This is an optimization exercise on Yosys and OpenROAD, whose aim is small area, not a production implementation. In this exercise RTL edits were held to simulation tests only and were not proved equivalent to the original. No activity file was given, so power comes from the tool's default toggle rates.

## design/flow/constraint.sdc

```tcl
create_clock -name core_clock -period 16.0 [get_ports {clk}]
set_input_delay 3.2000 -clock core_clock [delete_from_list [all_inputs] [get_ports {clk}]]
set_output_delay 3.2000 -clock core_clock [all_outputs]
set_load 0.01 [all_outputs]
```

## design/flow/config.mk

```make
export PLATFORM = sky130hd
export DESIGN_NAME = tile_requant_drain
export DESIGN_NICKNAME = tile_requant_drain
export VERILOG_FILES = /design/flow/design.v
export SDC_FILE = /design/flow/constraint.sdc
export NUM_CORES = 4
export LEC_CHECK = 0
export ABC_AREA = 1
export CAP_MARGIN = 20
export CORE_MARGIN = 2
export CORE_UTILIZATION = 25
export PLACE_DENSITY = 0.45
export SLEW_MARGIN = 20
```

## design/flow/design.v

```verilog
module tile_requant_drain #(
  parameter int ACCW = 32,
  parameter int OW   = 8,
  parameter int ROWS = 4,
  parameter int COLS = 4
) (
  input  logic                           clk,
  input  logic                           rst_n,
  input  logic                           tile_valid,
  output logic                           tile_ready,
  input  logic [ROWS*COLS*ACCW-1:0]      C_in,
  input  logic [4:0]                     shift,
  input  logic                           relu_en,
  output logic                           out_valid,
  input  logic                           out_ready,
  output logic [COLS*OW-1:0]             out_data,
  output logic [((ROWS > 1) ? $clog2(ROWS) : 1)-1:0] out_row,
  output logic                           out_last,
  output logic [15:0]                    sat_cnt,
  output logic                           overrun
);
  localparam int RW = (ROWS > 1) ? $clog2(ROWS) : 1;
  localparam logic [0:0] IDLE  = 1'b0;
  localparam logic [0:0] DRAIN = 1'b1;
  localparam logic signed [ACCW:0] MAXV =
    $signed({{(ACCW-OW+2){1'b0}}, {(OW-1){1'b1}}});
  localparam logic signed [ACCW:0] MINV =
    $signed({{(ACCW-OW+2){1'b1}}, {(OW-1){1'b0}}});
  localparam logic [RW-1:0] LAST_ROW = RW'(ROWS-1);
  function automatic logic [OW:0] requant(
    input logic signed [ACCW-1:0] acc,
    input logic [4:0]             sh,
    input logic                   relu
  );
    logic signed [ACCW:0] ext;
    logic signed [ACCW:0] rnd;
    logic signed [ACCW:0] r;
    logic                 clip;
    logic [OW-1:0]        val;
    ext = {acc[ACCW-1], acc};
    if (sh == 5'd0) begin
      rnd = '0;
    end else begin
      rnd = $signed({{ACCW{1'b0}}, 1'b1} << (sh - 5'd1));
    end
    r = (ext + rnd) >>> sh;
    if (relu && r[ACCW]) begin
      r = '0;
    end
    if (r > MAXV) begin
      clip = 1'b1;
      val  = MAXV[OW-1:0];
    end else if (r < MINV) begin
      clip = 1'b1;
      val  = MINV[OW-1:0];
    end else begin
      clip = 1'b0;
      val  = r[OW-1:0];
    end
    requant = {clip, val};
  endfunction
  logic [0:0]                     state_r;
  logic [RW-1:0]                  row_r;
  logic                           out_valid_r;
  logic [COLS*OW-1:0]             out_data_r;
  logic [ROWS-1:0][COLS*OW-1:0]   rows_r;
  logic [15:0]                    sat_cnt_r;
  logic                           overrun_r;
  logic [ROWS-1:0][COLS*OW-1:0]   cap_rows_s;
  logic [OW:0]                    q_s;
  logic [16:0]                    clip_sum_s;
  logic [16:0]                    sat_sum_s;
  logic [15:0]                    sat_nxt_s;
  always_comb begin
    cap_rows_s = '0;
    clip_sum_s = 17'd0;
    q_s        = '0;
    for (int r = 0; r < ROWS; r++) begin
      for (int c = 0; c < COLS; c++) begin
        q_s = requant(C_in[(r*COLS+c)*ACCW +: ACCW], shift, relu_en);
        cap_rows_s[r][c*OW +: OW] = q_s[OW-1:0];
        clip_sum_s = clip_sum_s + {16'd0, q_s[OW]};
      end
    end
  end
  always_comb begin
    sat_sum_s = {1'b0, sat_cnt_r} + clip_sum_s;
    if (sat_sum_s > 17'h0FFFF) begin
      sat_nxt_s = 16'hFFFF;
    end else begin
      sat_nxt_s = sat_sum_s[15:0];
    end
  end
  always_ff @(posedge clk or negedge rst_n) begin
    if (!rst_n) begin
      state_r     <= IDLE;
      row_r       <= '0;
      out_valid_r <= 1'b0;
      out_data_r  <= '0;
      rows_r      <= '0;
      sat_cnt_r   <= 16'd0;
      overrun_r   <= 1'b0;
    end else begin
      case (state_r)
        IDLE: begin
          if (tile_valid) begin
            rows_r      <= cap_rows_s;
            out_data_r  <= cap_rows_s[0];
            row_r       <= '0;
            out_valid_r <= 1'b1;
            sat_cnt_r   <= sat_nxt_s;
            state_r     <= DRAIN;
          end
        end
        DRAIN: begin
          if (tile_valid) begin
            overrun_r <= 1'b1;
          end
          if (out_ready) begin
            if (row_r == LAST_ROW) begin
              out_valid_r <= 1'b0;
              out_data_r  <= '0;
              row_r       <= '0;
              state_r     <= IDLE;
            end else begin
              out_data_r <= rows_r[row_r + RW'(1)];
              row_r      <= row_r + RW'(1);
            end
          end
        end
        default: begin
          state_r     <= IDLE;
          out_valid_r <= 1'b0;
          row_r       <= '0;
        end
      endcase
    end
  end
  assign tile_ready = (state_r == IDLE);
  assign out_valid  = out_valid_r;
  assign out_data   = out_data_r;
  assign out_row    = row_r;
  assign out_last   = (row_r == LAST_ROW) & out_valid_r;
  assign sat_cnt    = sat_cnt_r;
  assign overrun    = overrun_r;
endmodule
```

## design/flow/run.sh

```bash
#!/bin/bash
# synth_recipe.tcl (not shown) runs the flow's synth.tcl, then flattens the netlist and writes it again
# the make line also repeats each setting of config.mk as NAME=value (left out here)
make -C /OpenROAD-flow-scripts/flow DESIGN_CONFIG=/design/flow/config.mk WORK_HOME=/design/flow/orfs CLKGATE_MAP_FILE= SYNTH_SCRIPT=/design/flow/synth_recipe.tcl finish
```

==> out/results.ini <==
[drt]
dr.pass1.iters = 8
ant_nets = 0
wire_per_inst_microns = 22.8
drc = 0
dr.first_iter.drc_count = 12000
vias = 109000
routed_wirelength_mm = 460
via_per_inst = 5.39

[synth]
yosysMostFrequentCell = nand2_1
syn-cell-area_sq_um = 78200
ys_async_sr_fraction_pct = 100
synthTopCellsByCount = nand2_1 (5,279), nand3_1 (3,963), nor2_1 (1,324), inv_1 (1,261), a21oi_1 (893)
synth_warnings = 1
syn_inst = 15800
avgSynthCellArea_sq_um = 4.95
synth-seq-cells = 149
synth.area.top_cells = nand3_1 (25%), nand2_1 (25%), ha_1 (7.2%)
synth.top_cell.area_share_pct = 25.4
synth-edff-count = 0
post-synth-top-area-cell = nand3_1
seq_area_frac_synth_pct = 4.77
ys.flop_type = dfrtp_1
yosysUniqueCellTypes = 74

[timing]
post-route-period-util_pct = 90.2
rsz0062_at_grt = no
setup_slack_ns = 1.56
fin_skew_ns = 0.0162
report.final.hold_viol_count = 0
finalMaxSlewViolations = 0
fmax_ghz = 0.0693
period_needed_ns = 14.44
finalSetupTns_ns = 0
slew_headroom_pct = 19.1
worst-slew-pin-transition_ns = 1.21
fin_worst_hold_slack_ns = 0.457
setup_viol = 0

[pwr]
peakVddDrop_mv = 0.0820
total_power_mw = 4.73
p_leak_nw = 45.4
power_density_nw_per_um2 = 53.3

[layout]
final_nets = 17000
seq_area_sq_um = 3730
drive_gt1_share_pct = 4.08
syn2layout_area_growth_pct = 13.5
fill_cells = 36900
final_core_util_pct = 28.5
multi_input_area_sq_um = 66800

[hold_path]
min_from = overrun_r
whs_endpoint = overrun_r
hold_path_depth = 1
hold_path_class = flop to flop

[setup_path]
cp-end-kind = flop
critPathLaunchType = primary input
required_ns = 16.38
critPathMaxStageDelay_ns = 0.84
critPathMostFrequentCell = nand2_1
slowest_stage = inv_2
r2r-end = sat_cnt_r[15]
critical_path_class = primary input to flop
reg2reg_slack_ns = 10.31
cp_max_fo = 86
r2r_start = sat_cnt_r[0]
crit_arrival_ns = 14.82
reg2reg_depth = 16

[clocking]
cts_setup_buffers = 0
cts_resized = 0
cts.sinks = 149
clk_pin_slew_ns = 0.07
htree_levels = 4
clockBufferDepth = 2
clock_latency_ns = 0.47
postCtsHoldBufs = 0
cts_tree = yes
cts_buffers = 17
root_buffer = clkbuf_16

[grt]
gr-total-overflow = 0
grt_start_max_net_pins = 169
first_global_vias = 101000
antenna_found_initial = 44
grt_pass1_wl_mm = 664
grt_usage_pct = 27.8

[placement]
gp_congestion = 0.995
numPortBuffers = 575
pre_cts_ws_ns = 1.15
dp_hpwl_mm = 376

[die]
dieArea_sq_um = 317000
start_util_pct = 25.1
core_sq_um = 312000
ios = 576
num_rows = 205
die_w_microns = 563
die-height_microns = 563

[job]
maxCapViolations = 0

[run_status]
outcome = finished clean

layer usage:
| metal | GRT usage, % | share of wire, % |
|---|---|---|
| met5 | 0 | 0.020 |
| met4 | 13.8 | 5.7 |
| met2 | 44.1 | 44 |
| met3 | 3.35 | 6.9 |
| met1 | 36.8 | 44 |
area by class of cell:
class / count / share of cell area (%)
Inverter: 1338 / 5.71
Multi-Input combinational cell: 13700 / 75.3
Clock inverter: 14 / 0.178
Antenna cell: 16 / 0.0451
Sequential cell: 149 / 4.20
Timing Repair Buffer: 746 / 8.26
Clock buffer: 18 / 0.495
Tap cell: 4140 / 5.83
per-stage QoR:
stage / area [sq um] / instances
after global placement: 88000 / 20100
after global routing: 88700 / 20100
after CTS: 88700 / 20100
after floorplan: 78300 / 15800
after detailed placement: 88100 / 20100
final: 88800 / 20100
cells in the final DEF, fill, tap and decap left out, types with 40 or more instances in the layout:
master,n
a211oi_1,45
a21oi_1,893
a31oi_1,110
buf_4,151
clkdlybuf4s50_1,568
dfrtp_1,149
ha_1,453
inv_1,1254
inv_2,69
nand2_1,5277
nand2_2,119
nand3_1,3963
nand3b_1,69
nand4_1,149
nor2_1,1301
nor2_4,40
nor3_1,147
o21ai_0,527
o21ai_1,48
or2_2,49
xor2_1,60
sequential cells by signal (all words and copies together), names as in the netlist:
register,count
sat_cnt_r,16
row_r,2
out_data_r,32
state_r,1
rows_r,96
overrun_r,1
out_valid_r,1
logic make-up after synthesis:
family / Yosys count / synth area share, %
xor gates and xnor gates: 95 / 1.06
AOI/OAI and AO/OA: 1848 / 13.0
adders and majority gates: 467 / 7.60
other: 1 / 0.00479
muxes: 1 / 0.0128
and+or+nand+nor: 11300 / 63.4
buffers and inverters: 1954 / 10.1
DFF: 149 / 4.77
power breakdown:
group	total [mW]	internal [mW]	switching [mW]
Clock	0.428	0.226	0.202
Sequential	0.715	0.559	0.156
Combinational	3.59	1.15	2.43
Total	4.73	1.94	2.79
critical path, delay by kind of cell:
family | cells | cell delay (ns)
and+or+nand+nor | 33 | 5.20
AOI/OAI and AO/OA | 3 | 0.78
adders and majority gates | 6 | 3.07
buffers and inverters | 7 | 2.34
worst max-delay path by stage:
stage,endpoint,startpoint,slack [ns]
floorplan,sat_cnt_r[14],shift[4],3.15
global placement,sat_cnt_r[14],shift[0],0.97
detailed placement,sat_cnt_r[15],shift[0],1.15
CTS,sat_cnt_r[15],shift[0],1.61
global route,sat_cnt_r[8],shift[0],0.89
finish,sat_cnt_r[15],shift[0],1.56

==> afterwards: timing with drivers on the ports <==
In the flow no input, the clock included, has a driving cell. The finished layout below was timed again as built, in two steps. Step 1 (the two cells are an assumption about what drives the block):
set clk [get_ports {clk}]
set_driving_cell -lib_cell sky130_fd_sc_hd__clkbuf_16 $clk
set_driving_cell -lib_cell sky130_fd_sc_hd__buf_2 [delete_from_list [all_inputs] $clk]
Step 2 times the ports against the registers' clock, not the clock port: input delays grow and output delays shrink by t, the midpoint of the rising clock arrivals with the driver on. Three values: ideal, step 1, step 2; two values: the first two.
t, ns: 0.518
slack for setup (ns): 1.565 / 1.571 / 1.054
cell pins on the clock port's net: 1
After both steps this run still meets setup and hold. For this run, drivers alone change the setup slack by +0.006 ns; drivers and shift together by -0.511 ns.
